This is an optimization exercise on Yosys and OpenROAD, whose aim is a short achievable clock period and few clock cycles, not a production implementation.
In this exercise RTL edits were held to simulation tests only and were not proved equivalent to the original.
Power is estimated from default activity; no workload was simulated.

File: flow/config.mk
export PLATFORM = sky130hd
export DESIGN_NAME = blocking_sa_cache
export DESIGN_NICKNAME = blocking_sa_cache
export VERILOG_FILES = /design/flow/design.v
export SDC_FILE = /design/flow/constraint.sdc
export NUM_CORES = 4
export LEC_CHECK = 0
export ABC_CLOCK_PERIOD_IN_PS = 3000
export CAP_MARGIN = 40
export CORE_MARGIN = 2
export CORE_UTILIZATION = 30
export PLACE_DENSITY_LB_ADDON = 0.1
export SETUP_SLACK_MARGIN = 4.2
export SLEW_MARGIN = 40
export TNS_END_PERCENT = 100
File: flow/constraint.sdc
create_clock -name core_clock -period 7.0 [get_ports {clk}]
set_input_delay 1.4000 -clock core_clock [delete_from_list [all_inputs] [get_ports {clk}]]
set_output_delay 1.4000 -clock core_clock [all_outputs]
set_load 0.01 [all_outputs]
File: flow/design.v
module blocking_sa_cache #(
  parameter int addr_width_p          = 32,
  parameter int data_width_p          = 32,
  parameter int block_size_in_words_p = 4,
  parameter int sets_p                = 4,
  parameter int ways_p                = 2
) (
  input  logic                                   clk,
  input  logic                                   reset,
  input  logic [2+addr_width_p+data_width_p-1:0] cache_pkt_i,
  input  logic                                   v_i,
  output logic                                   ready_o,
  output logic [data_width_p-1:0]                data_o,
  output logic                                   v_o,
  input  logic                                   yumi_i,
  output logic [addr_width_p:0]                  dma_pkt_o,
  output logic                                   dma_pkt_v_o,
  input  logic                                   dma_pkt_yumi_i,
  input  logic [data_width_p-1:0]                dma_data_i,
  input  logic                                   dma_data_v_i,
  output logic                                   dma_data_ready_o,
  output logic [data_width_p-1:0]                dma_data_o,
  output logic                                   dma_data_v_o,
  input  logic                                   dma_data_yumi_i,
  output logic                                   v_we_o
);
  localparam int off_w   = $clog2(data_width_p / 8);
  localparam int blk_w   = $clog2(block_size_in_words_p);
  localparam int idx_w   = $clog2(sets_p);
  localparam int way_w   = $clog2(ways_p);
  localparam int tag_w   = addr_width_p - idx_w - blk_w - off_w;
  localparam int baddr_w = addr_width_p - blk_w - off_w;
  localparam int line_w  = idx_w + way_w;
  localparam int lines_p = sets_p * ways_p;
  localparam int words_p = block_size_in_words_p;
  localparam int pkt_w   = 2 + addr_width_p + data_width_p;
  localparam int last_w  = block_size_in_words_p - 1;
  localparam int qd_p    = 16;              
  localparam int qc_w    = $clog2(qd_p + 1);
  localparam int qi_w    = $clog2(qd_p);
  localparam int pd_p    = 3;               
  localparam int pc_w    = $clog2(pd_p + 1);
  localparam int id_w    = 4;               
  localparam logic [1:0] OP_LW = 2'b00, OP_SW = 2'b01, OP_TAGST = 2'b10;
  typedef enum logic [2:0] {E_IDLE, E_PKT, E_WB_DATA, E_FILL_PKT, E_FILL_DATA} estate_e;
  logic [tag_w-1:0]              tag_mem  [sets_p][ways_p];
  logic [sets_p-1:0][ways_p-1:0] valid_bits;
  logic [sets_p-1:0][ways_p-1:0] dirty_bits;
  logic [sets_p-1:0]             victim_cnt;
  logic [lines_p-1:0]            line_pend;             
  logic [id_w-1:0]               line_pid [lines_p];    
  logic [id_w-1:0]               id_ctr;
  logic [lines_p-1:0]            line_act;              
  logic [data_width_p-1:0]       data_mem [lines_p * words_p];
  logic                          s_v, s_m0, s_m1;
  logic                          s_lx;             
  logic [data_width_p-1:0]       s_rd [ways_p];    
  logic                          s_vic;            
  logic [lines_p*words_p-1:0]    s_we;             
  logic [1:0]                    s_op;
  logic [addr_width_p-1:0]       s_addr;
  logic [data_width_p-1:0]       s_data;
  logic                          ready_r;
  logic [qd_p-1:0]               q_v;
  logic [1:0]                    q_op   [qd_p];
  logic [line_w-1:0]             q_line [qd_p];
  logic [blk_w-1:0]              q_word [qd_p];
  logic [data_width_p-1:0]       q_data [qd_p];
  logic                          q_w    [qd_p];    
  logic                          q_x    [qd_p];    
  logic [id_w-1:0]               q_id   [qd_p];
  logic [qc_w-1:0]               q_cnt;
  logic                          o_v, o_vsw;
  logic [data_width_p-1:0]       o_data;
  logic [pd_p-1:0]               p_v;
  logic                          p_wb   [pd_p];
  logic [tag_w-1:0]              p_otag [pd_p];
  logic [line_w-1:0]             p_line [pd_p];
  logic [baddr_w-1:0]            p_addr [pd_p];
  logic [id_w-1:0]               p_id   [pd_p];
  logic [qi_w-1:0]               p_pos  [pd_p];    
  logic [pc_w-1:0]               p_cnt;
  estate_e                       e_state;
  logic                          a_wb;
  logic [line_w-1:0]             a_line;
  logic [baddr_w-1:0]            a_addr;
  logic [id_w-1:0]               a_id;
  logic [blk_w-1:0]              a_cnt;
  logic [words_p-1:0]            a_arrived;
  logic                          pkt_v_r, wd_v_r, rd_rdy_r;
  logic [addr_width_p:0]         pkt_r;
  logic [data_width_p-1:0]       wd_r;
  logic accept;
  assign accept = v_i && ready_r;
  logic [idx_w-1:0]              in_idx;
  logic [tag_w-1:0]              in_tag;
  logic [sets_p-1:0][ways_p-1:0] line_eq;
  assign in_idx = cache_pkt_i[data_width_p+off_w+blk_w +: idx_w];
  assign in_tag = cache_pkt_i[data_width_p+addr_width_p-1 -: tag_w];
  logic [idx_w-1:0]         s_idx;
  logic [tag_w-1:0]         s_tag;
  logic [blk_w-1:0]         s_word;
  logic                     s_way_tagst;
  logic                     m0, m1, hit, hit_way, vic_way, vic_wb;
  logic [line_w-1:0]        use_line;
  logic                     is_mem, is_miss;
  logic                     fill_wr, fill_last;
  assign s_idx       = s_addr[off_w+blk_w +: idx_w];
  assign s_tag       = s_addr[addr_width_p-1 -: tag_w];
  assign s_word      = s_addr[off_w +: blk_w];
  assign s_way_tagst = s_data[1];
  logic [lines_p-1:0][words_p-1:0]   line_wait;
  logic [ways_p-1:0]                 set_wait;
  logic [id_w-1:0]                   set_pid [ways_p];
  always_comb begin
    m0      = s_m0;
    m1      = s_m1;
    hit     = m0 || m1;
    hit_way = !m0;
    vic_way = s_vic;
    vic_wb  = valid_bits[s_idx][vic_way] && dirty_bits[s_idx][vic_way];
    for (int l = 0; l < lines_p; l++)
      for (int k = 0; k < words_p; k++)
        line_wait[l][k] = line_pend[l] &&
          !(line_act[l] && (a_arrived[k] || (fill_wr && a_cnt == blk_w'(k))));
    for (int w = 0; w < ways_p; w++) begin
      set_wait[w] = line_wait[{s_idx, 1'(w)}][s_word];
      set_pid[w]  = line_pid[{s_idx, 1'(w)}];
    end
  end
  assign is_mem   = (s_op == OP_LW) || (s_op == OP_SW);
  assign is_miss  = s_v && is_mem && !hit;
  assign use_line = {s_idx, hit ? hit_way : vic_way};
  always_comb begin
    for (int s = 0; s < sets_p; s++)
      for (int w = 0; w < ways_p; w++)
        line_eq[s][w] = valid_bits[s][w] && (tag_mem[s][w] == in_tag);
  end
  logic [1:0] in_op;
  logic       in_retag;
  assign in_op    = cache_pkt_i[pkt_w-1 -: 2];
  assign in_retag = (in_op == OP_TAGST) ||
                    (!in_op[1] && !line_eq[in_idx][0] && !line_eq[in_idx][1]);
  logic [lines_p-1:0] busy_n;
  logic               lx;                           
  assign lx = s_lx;
  logic                    new_w, new_x;
  logic [id_w-1:0]         new_id;
  logic [data_width_p-1:0] new_data;
  always_comb begin
    new_w    = is_mem && (!hit || (m0 ? set_wait[0] : set_wait[1]));
    new_x    = is_mem && !lx;
    new_id   = !hit ? id_ctr : (m0 ? set_pid[0] : set_pid[1]);
    new_data = (lx && s_op == OP_LW) ? (m0 ? s_rd[0] : s_rd[1]) : s_data;
    for (int l = 0; l < lines_p; l++) begin
      busy_n[l] = line_pend[l] || (s_v && new_x && use_line == line_w'(l));
      for (int i = 0; i < qd_p; i++)
        if (q_v[i] && q_x[i] && q_line[i] == line_w'(l)) busy_n[l] = 1'b1;
    end
  end
  logic [lines_p*words_p-1:0] in_we;
  logic [blk_w-1:0]           in_word;
  logic                       in_m0, in_wx;
  assign in_word = cache_pkt_i[data_width_p+off_w +: blk_w];
  always_comb begin
    in_m0 = line_eq[in_idx][0];
    in_wx = in_m0 ? !busy_n[{in_idx, 1'b0}]
                  : line_eq[in_idx][1] && !busy_n[{in_idx, 1'b1}];
    for (int k = 0; k < lines_p * words_p; k++)
      in_we[k] = (in_op == OP_SW) && in_wx &&
                 (in_idx == k[blk_w+way_w +: idx_w]) && (k[blk_w] == !in_m0) &&
                 (in_word == k[blk_w-1:0]);
  end
  logic [data_width_p-1:0] in_rd [ways_p];
  always_comb begin
    for (int w = 0; w < ways_p; w++) begin
      in_rd[w] = data_mem[{in_idx, 1'(w), in_word}];
      for (int k = 0; k < lines_p * words_p; k++)
        if (s_v && s_we[k] && (in_idx == k[blk_w+way_w +: idx_w]) && (k[blk_w] == 1'(w)) &&
            (in_word == k[blk_w-1:0]))
          in_rd[w] = s_data;
    end
  end
  assign fill_wr   = (e_state == E_FILL_DATA) && dma_data_v_i;
  assign fill_last = fill_wr && (a_cnt == blk_w'(last_w));
  logic head_ok, head_go, move;
  logic [qd_p-1:0] q_arr;    
  always_comb begin
    for (int i = 0; i < qd_p; i++)
      q_arr[i] = fill_wr && q_w[i] && (a_id == q_id[i]) && (a_cnt == q_word[i]);
  end
  assign head_ok = !q_w[0] || (q_arr[0] && q_op[0] != OP_SW);
  assign head_go = q_v[0] && q_x[0] && !q_w[0];           
  assign move    = q_v[0] && head_ok && (!o_v || yumi_i);  
  assign v_o     = o_v;
  assign data_o  = o_data;
  assign v_we_o  = o_vsw && yumi_i;
  assign ready_o = ready_r;
  logic [1:0] hazard0, hazard1, hazard_new;    
  logic       start, hz_ok;
  always_comb begin
    hazard0    = '0;
    hazard1    = '0;
    hazard_new = '0;
    for (int i = 0; i < qd_p; i++)
      for (int x = 0; x < 2; x++)
        if (i >= x && q_v[i] && q_x[i]) begin
          if (qi_w'(i) < p_pos[0] && q_line[i] == p_line[0]) hazard0[x]    = 1'b1;
          if (qi_w'(i) < p_pos[1] && q_line[i] == p_line[1]) hazard1[x]    = 1'b1;
          if (q_line[i] == use_line)                         hazard_new[x] = 1'b1;
        end
  end
  assign start = p_v[0] && hz_ok && ((e_state == E_IDLE) || fill_last);
  assign dma_pkt_v_o      = pkt_v_r;
  assign dma_pkt_o        = pkt_r;
  assign dma_data_v_o     = wd_v_r;
  assign dma_data_o       = wd_r;
  assign dma_data_ready_o = rd_rdy_r;
  logic [qc_w-1:0] q_cnt_n;
  logic [pc_w-1:0] p_cnt_n;
  logic            push;
  logic [qd_p:0]   q_at;
  logic [pd_p:0]   p_at;
  logic [qi_w-1:0] pos_new, pos_new_m;    
  assign push = is_miss;
  always_comb begin
    for (int i = 0; i <= qd_p; i++) q_at[i] = (q_cnt == qc_w'(i));
    for (int k = 0; k <= pd_p; k++) p_at[k] = (p_cnt == pc_w'(k));
  end
  assign pos_new   = qi_w'(q_cnt);
  assign pos_new_m = qi_w'(q_cnt - qc_w'(1));
  assign q_cnt_n = move  ? q_cnt + qc_w'(s_v) - qc_w'(1) : q_cnt + qc_w'(s_v);
  assign p_cnt_n = start ? p_cnt + pc_w'(push) - pc_w'(1) : p_cnt + pc_w'(push);
  always_ff @(posedge clk) begin
    if (reset) begin
      s_v        <= 1'b0;
      valid_bits <= '0;
      dirty_bits <= '0;
      victim_cnt <= '0;
      line_pend  <= '0;
      id_ctr     <= '0;
      q_v        <= '0;
      q_cnt      <= '0;
      ready_r    <= 1'b1;
      o_v        <= 1'b0;
      o_vsw      <= 1'b0;
      p_v        <= '0;
      p_cnt      <= '0;
      hz_ok      <= 1'b0;
      e_state    <= E_IDLE;
      a_cnt      <= '0;
      a_arrived  <= '0;
      pkt_v_r    <= 1'b0;
      wd_v_r     <= 1'b0;
      rd_rdy_r   <= 1'b0;
    end else begin
      s_v <= accept;
      ready_r <= (q_cnt_n + qc_w'(accept) < qc_w'(qd_p)) &&
                 (p_cnt_n + pc_w'(accept) < pc_w'(pd_p)) && !(accept && in_retag);
      q_cnt   <= q_cnt_n;
      p_cnt   <= p_cnt_n;
      if (start) hz_ok <= p_v[1] ? !hazard1[move] : (push && !hazard_new[move]);
      else       hz_ok <= p_v[0] ? !hazard0[move] : (push && !hazard_new[move]);
      for (int st = 0; st < sets_p; st++) begin
        if (s_v && s_idx == idx_w'(st)) begin
          for (int w = 0; w < ways_p; w++) begin
            if (s_op == OP_TAGST) begin
              if (s_way_tagst == 1'(w)) begin
                valid_bits[st][w] <= s_data[0];
                dirty_bits[st][w] <= 1'b0;
              end
            end else if (is_mem && hit) begin
              if (s_op == OP_SW && hit_way == 1'(w)) dirty_bits[st][w] <= 1'b1;
            end else if (is_mem && vic_way == 1'(w)) begin
              valid_bits[st][w] <= 1'b1;
              dirty_bits[st][w] <= (s_op == OP_SW);
            end
          end
          if (is_miss) victim_cnt[st] <= ~victim_cnt[st];
        end
      end
      if (is_miss) id_ctr <= id_ctr + id_w'(1);
      for (int i = 0; i < qd_p; i++)
        q_v[i] <= move ? ((s_v && q_at[i+1]) || ((i < qd_p - 1) && q_v[(i+1) % qd_p]))
                       : ((s_v && q_at[i]) || q_v[i]);
      if (move) begin
        o_v   <= 1'b1;
        o_vsw <= (q_op[0] == OP_SW);
      end else if (yumi_i) begin
        o_v   <= 1'b0;
        o_vsw <= 1'b0;
      end
      for (int k = 0; k < pd_p; k++)
        p_v[k] <= start ? ((push && p_at[k+1]) || ((k < pd_p - 1) && p_v[(k+1) % pd_p]))
                        : ((push && p_at[k]) || p_v[k]);
      case (e_state)
        E_IDLE: ;
        E_PKT: if (dma_pkt_yumi_i) begin
          pkt_v_r <= 1'b0;
          a_cnt   <= '0;
          if (a_wb) begin
            e_state <= E_WB_DATA;
            wd_v_r  <= 1'b1;
          end else begin
            e_state  <= E_FILL_DATA;
            rd_rdy_r <= 1'b1;
          end
        end
        E_WB_DATA: if (dma_data_yumi_i) begin
          a_cnt <= a_cnt + blk_w'(1);
          if (a_cnt == blk_w'(last_w)) begin
            e_state <= E_FILL_PKT;
            wd_v_r  <= 1'b0;
            pkt_v_r <= 1'b1;
          end
        end
        E_FILL_PKT: if (dma_pkt_yumi_i) begin
          e_state  <= E_FILL_DATA;
          pkt_v_r  <= 1'b0;
          rd_rdy_r <= 1'b1;
          a_cnt    <= '0;
        end
        E_FILL_DATA: if (dma_data_v_i) begin
          a_cnt <= a_cnt + blk_w'(1);
          a_arrived[a_cnt] <= 1'b1;
          if (fill_last) begin
            e_state  <= E_IDLE;
            rd_rdy_r <= 1'b0;
          end
        end
        default: e_state <= E_IDLE;
      endcase
      if (start) begin
        e_state   <= E_PKT;
        pkt_v_r   <= 1'b1;
        a_arrived <= '0;
      end
      if (fill_last && line_act[a_line]) line_pend[a_line] <= 1'b0;
      if (is_miss) line_pend[use_line] <= 1'b1;
    end
  end
  always_ff @(posedge clk) begin
    if (accept) begin
      s_op   <= cache_pkt_i[pkt_w-1 -: 2];
      s_addr <= cache_pkt_i[data_width_p +: addr_width_p];
      s_data <= cache_pkt_i[data_width_p-1:0];
      s_m0   <= line_eq[in_idx][0];
      s_m1   <= line_eq[in_idx][1];
      s_we   <= in_we;
      s_lx   <= !in_op[1] && in_wx;
      for (int w = 0; w < ways_p; w++) s_rd[w] <= in_rd[w];
      s_vic  <= !valid_bits[in_idx][0] ? 1'b0 :
                !valid_bits[in_idx][1] ? 1'b1 : victim_cnt[in_idx];
    end
    for (int l = 0; l < lines_p; l++)
      line_act[l] <= ((is_miss && use_line == line_w'(l)) ? id_ctr : line_pid[l]) ==
                     (start ? p_id[0] : a_id);
    if (s_v) begin
      if (s_op == OP_TAGST) tag_mem[s_idx][s_way_tagst] <= s_tag;
      else if (is_miss) begin
        tag_mem[s_idx][vic_way] <= s_tag;
        line_pid[use_line]      <= id_ctr;
      end
    end
    for (int i = 0; i < qd_p; i++) begin
      logic ins_h, ins_s;
      int   j;
      ins_h = s_v && q_at[i];
      ins_s = s_v && q_at[i+1];
      j     = (i < qd_p - 1) ? i + 1 : i;
      if (move) begin
        q_op[i]   <= ins_s ? s_op     : q_op[j];
        q_line[i] <= ins_s ? use_line : q_line[j];
        q_word[i] <= ins_s ? s_word   : q_word[j];
        q_data[i] <= ins_s ? new_data : q_data[j];
        q_x[i]    <= ins_s ? new_x    : q_x[j];
        q_w[i]    <= ins_s ? new_w    : q_w[j] && !q_arr[j];
        q_id[i]   <= ins_s ? new_id   : q_id[j];
      end else begin
        q_op[i]   <= ins_h ? s_op     : q_op[i];
        q_line[i] <= ins_h ? use_line : q_line[i];
        q_word[i] <= ins_h ? s_word   : q_word[i];
        q_data[i] <= ins_h ? new_data : q_data[i];
        q_x[i]    <= ins_h ? new_x    : q_x[i];
        q_w[i]    <= ins_h ? new_w    : q_w[i] && !q_arr[i];
        q_id[i]   <= ins_h ? new_id   : q_id[i];
      end
    end
    if (move) o_data <= !q_x[0]  ? q_data[0] :
                        q_arr[0] ? dma_data_i : data_mem[{q_line[0], q_word[0]}];
    for (int k = 0; k < pd_p; k++) begin
      logic            ins;
      int              j;
      logic [qi_w-1:0] pos;
      j   = (start && k < pd_p - 1) ? k + 1 : k;
      ins = push && (start ? p_at[k+1] : p_at[k]);
      pos = p_pos[j];
      if (ins) begin
        p_wb[k]   <= vic_wb;
        p_otag[k] <= tag_mem[s_idx][vic_way];
        p_line[k] <= use_line;
        p_addr[k] <= s_addr[addr_width_p-1 -: baddr_w];
        p_id[k]   <= id_ctr;
        p_pos[k]  <= move ? pos_new_m : pos_new;
      end else begin
        p_wb[k]   <= p_wb[j];
        p_otag[k] <= p_otag[j];
        p_line[k] <= p_line[j];
        p_addr[k] <= p_addr[j];
        p_id[k]   <= p_id[j];
        p_pos[k]  <= move ? pos - qi_w'(1) : pos;
      end
    end
    if (start) begin
      a_wb   <= p_wb[0];
      a_line <= p_line[0];
      a_addr <= p_addr[0];
      a_id   <= p_id[0];
      pkt_r  <= p_wb[0] ? {1'b1, p_otag[0], p_line[0][line_w-1 -: idx_w], {(blk_w+off_w){1'b0}}}
                        : {1'b0, p_addr[0], {(blk_w+off_w){1'b0}}};
    end else if (e_state == E_WB_DATA && dma_data_yumi_i && a_cnt == blk_w'(last_w)) begin
      pkt_r  <= {1'b0, a_addr, {(blk_w+off_w){1'b0}}};
    end
    if (e_state == E_PKT && dma_pkt_yumi_i) wd_r <= data_mem[{a_line, blk_w'(0)}];
    else if (e_state == E_WB_DATA && dma_data_yumi_i)
      wd_r <= data_mem[{a_line, a_cnt + blk_w'(1)}];
    if (fill_wr) data_mem[{a_line, a_cnt}] <= dma_data_i;
    if (head_go && q_op[0] == OP_SW) data_mem[{q_line[0], q_word[0]}] <= q_data[0];
    for (int k = 0; k < lines_p * words_p; k++)
      if (s_v && s_we[k]) data_mem[k] <= s_data;
  end
endmodule
File: flow/run.sh
#!/bin/bash
# synth_recipe.tcl (not shown) runs the flow's synth.tcl, then flattens the netlist and writes it again
# the make line also repeats each setting of config.mk as NAME=value (left out here)
make -C /OpenROAD-flow-scripts/flow DESIGN_CONFIG=/design/flow/config.mk WORK_HOME=/design/flow/orfs CLKGATE_MAP_FILE= SYNTH_SCRIPT=/design/flow/synth_recipe.tcl finish
==> results.txt <==
==> registers in the layout, indices dropped and copies added (netlist names), 29 cells and up, named ones only <==
| signal | cells |
|---|---|
| q_op | 32 |
| o_data | 32 |
| s_we | 32 |
| q_id | 64 |
| q_line | 48 |
| line_pid | 32 |
| s_rd | 64 |
| p_addr | 84 |
| q_data | 512 |
| s_addr | 30 |
| pkt_r | 29 |
| wd_r | 32 |
| q_word | 32 |
| tag_mem | 208 |
| s_data | 32 |
| p_otag | 78 |
| data_mem | 1024 |
==> worst min-delay path: cells and delay by family, from the launching register on <==
family | cells | cell delay (ns)
AO/OA/AOI/OAI | 1 | 0.07
AND/OR/NAND/NOR | 1 | 0.05
flip-flops | 1 | 0.31
==> worst max-delay path by stage <==
stage	start	depth (start not counted)	slack [ns]	end
floorplan	dma_data_v_i	6	2.84	data_mem[15][0]
global placement	cache_pkt_i[43]	9	1.23	ready_r
detailed placement	dma_data_v_i	10	1.33	q_id[15][3]
CTS	wd_r[31]	1	3.66	dma_data_o[31]
global route	wd_r[31]	1	3.69	dma_data_o[31]
finish	wd_r[31]	1	3.69	dma_data_o[31]
==> per-layer routing <==
layer	track usage, %	vias to the layer above	part of all wire, %
met3	12.1	3236	14
met5	0.942	-	0.23
met2	45.5	11200	40
met4	20.6	62	8.7
li1	-	53700	-
met1	42.6	68600	37
==> final cells by class <==
type	count	area share (%)
Timing Repair inverter	10	0.0876
Sequential cell	2566	36.2
Clock buffer	468	4.83
Timing Repair Buffer	1603	12.4
Multi-Input combinational cell	10100	41.2
Inverter	77	0.195
Antenna cell	84	0.109
Clock inverter	136	0.652
Tap cell	6630	4.30
==> power groups by stage <==
stage / clock, mW / combinational [mW] / sequential, mW
6_report: 17.5 / 16.6 / 20.9
5_1_grt: 18.2 / 17.2 / 21.0
4_1_cts: 17.6 / 14.7 / 20.7
3_5_place_dp: 0 / 12.1 / 21.0
3_3_place_gp: 0 / 11.9 / 21.0
2_1_floorplan: 0 / 8.65 / 19.8
==> kinds of logic (layout without fill, tap and decap cells) <==
family / count (synthesis) / after routing
other: 1 / 88
buffers and inverters: 1642 / 2294
adders and majority gates: 31 / 31
AOI/OAI and AO/OA: 3295 / 3298
muxes: 1991 / 1991
xor gates and xnor gates: 490 / 490
and+or+nand+nor: 4237 / 4318
DFF: 2566 / 2566
==> metrics by stage <==
step	std cells	instance area [um2]	util, %	power [mW]
final	21700	193000	39.0	55.0
after global routing	21600	193000	39.0	56.4
after CTS	21200	182000	36.9	52.9
after global placement	19900	157000	31.8	33.0
after floorplan	14300	150000	-	28.5
after detailed placement	19900	158000	32.0	33.1
==> what timing repair did <==
action / in CTS / in global routing
endpoints found under the setup margin: 3912 / 2661
setup buffers: 444 / 241
gates resized for setup: 1643 / 1158
hold buffers: 0 / 0
pin swaps: 174 / 232
gates cloned: 239 / 172
hold endpoints to repair: 0 / 0
==> Yosys cell counts (6+ instances only) <==
| library cell | instances |
|---|---|
| a31oi_1 | 87 |
| o31ai_1 | 7 |
| nor4_1 | 124 |
| xnor2_1 | 102 |
| o21ai_1 | 79 |
| nor2_1 | 1820 |
| a21oi_1 | 1505 |
| or3_1 | 10 |
| nor3b_1 | 14 |
| o21ai_0 | 1165 |
| a311oi_1 | 6 |
| and2_1 | 51 |
| a22oi_1 | 98 |
| or2_2 | 17 |
| nand2_1 | 1771 |
| a211oi_1 | 75 |
| o22ai_1 | 116 |
| nand3_1 | 91 |
| dfxtp_1 | 737 |
| nor3_1 | 164 |
| inv_2 | 34 |
| xor2_1 | 388 |
| nor2b_1 | 26 |
| a21oi_2 | 7 |
| mux2i_1 | 842 |
| o2111ai_1 | 18 |
| mux4_2 | 1026 |
| buf_1 | 231 |
| mux2_2 | 119 |
| buf_4 | 17 |
| a32oi_1 | 7 |
| inv_1 | 43 |
| nand4_1 | 43 |
| o311ai_0 | 8 |
| or4_1 | 9 |
| o32ai_1 | 16 |
| buf_2 | 262 |
| nand2b_1 | 33 |
| edfxtp_1 | 1829 |
| ha_1 | 31 |
| and3_1 | 35 |
| clkbuf_1 | 1051 |
| nand3b_1 | 8 |
| o211ai_1 | 45 |
==> reports/results.tsv <==
metric	value	unit
core.rowCount	258	
ys.flop_type	edfxtp_1	
drive_gt1_share	27.9	%
p_int	35.8	mW
die_x	709	um
grt_start_max_net_pins	94	
drc	0	
wl_per_cell	41.8	um
io_pins	208	
muxShareOfSynthArea	22.1	%
synth_top_family_by_area	multiplexers	
critPathBufInv	1	
cts_buffer_depth	4	
ff2ff_path_depth	8	
cts_sinks	2566	
die_h	709	um
clockPowerShare	31.8	%
area_growth	29.4	%
synth_compound_area_share	11.9	%
path_clk_slew	0.06	ns
slew_headroom	29.1	%
r2r_slack	3.90	ns
cts_root_buf	clkbuf_16	
synth_edf_count	1829	
cts_tree	built	
multiInputGateArea	79500	um2
final_common_cell	edfxtp_1	
tns	0	ns
initial_utilization	30.1	%
synth_xor_area_share	2.88	%
synth_cell_type_count	89	
yosys.area_share.adder	0.260	%
synth.avg_cell_area	10.5	um2
seq_area	69800	um2
worstPathRequired	5.60	ns
power_density	285	nW/um2
status	no timing/DRC/antenna violations	
yosysTopAreaCell	edfxtp_1	
fp.dieArea	502000	um2
critPathMaxStageDelay	0.66	ns
arrival	1.91	ns
cts_max_level	5	
gr-total-overflow	0	
worstHoldStart	p_v[2]	
drt_iter0_markers	23000	
ant_nets	0	
fin_crit	3.31	ns
cp-start-kind	flip-flop	
cp_top_family	flip-flops	
async_flop_share	0	%
synth_top_area_share	36.9	%
clock_latency	1.05	ns
hold_path_depth	2	
cts_made_buffers	331	
synth_simple_gate_area_share	11.6	%
core-area	494000	um2
hold_viol_final	0	
yosysWarnings	17	
r2r_end	s_we[11]	
antenna_found_initial	92	
ys_seq_elements	2566	
synth_cells	14300	
setup_viol	0	
track_usage	32.7	%
pre_cts_slack	1.33	ns
slowest_stage	edfxtp_1	
fill_cells	47100	
crit_fanout	1	
grt_pass1_vias	118000	
num_vias	137000	
power.switching	19.2	mW
skew	0.0886	ns
peakVddDrop	0.198	mV
fin_ws	3.69	ns
min_path_type	reg2reg	
timing.rr.start	q_line[14][0]	
crit_type	reg2out	
pwr-share-seq	38.0	%
port-buffer-count	201	
fmax	302	MHz
crit_chain	buf_2	
synth-seq-area-share	46.8	%
final_cell_mix	edfxtp_1, nor2_1, nand2_1	
crit_path_end_kind	output pin	
drv_slew	0	
finalHoldWorstSlack	0.455	ns
final_nets	14900	
netlist_area	149000	um2
drt_wl_total	908000	um
worstHoldEndpoint	p_v[1]	
power.leakage	66.1	nW
combPwrFrac	30.3	%
grt_pass1_wl	1120000	um
rsz0062_at_grt	true	
drtPass1Iterations	10	
switching_share	34.9	%
synth_area_leaders	edfxtp_1, mux4_2, dfxtp_1	
fin_crit_sh	47.3	%
hpwl	425000	um
vias_per_cell	6.30	
worst_pin_slew	1.06	ns
finalWeightedCongestion	0.904	
cap_violations	0	
Testbench counts, summed over its fixed seeds: cycles 15,912.

==> port drivers added, routing unchanged <==
The results above use ideal ports. As a check the final layout listed here was re-extracted and re-timed, cells and wires unchanged. Step 1 assumes that a clkbuf_16 drives the clock port and a buf_2 every other input. Step 2 moves the port delays by t, midway between the first and last clock arrival at a register: inputs arrive t later, outputs are due t later. That takes back most of the time a late clock gives input paths. a / b / c = no drivers / after step 1 / after step 2; a / b = the first two.
shift t [ns]: 1.124
setup slack, ns: 3.687 / 3.568 / 2.555
worst setup path after step 2: input to register
After both steps setup and hold are still met in this run. For this run, drivers alone change the setup slack by -0.119 ns; drivers and shift together by -1.132 ns.
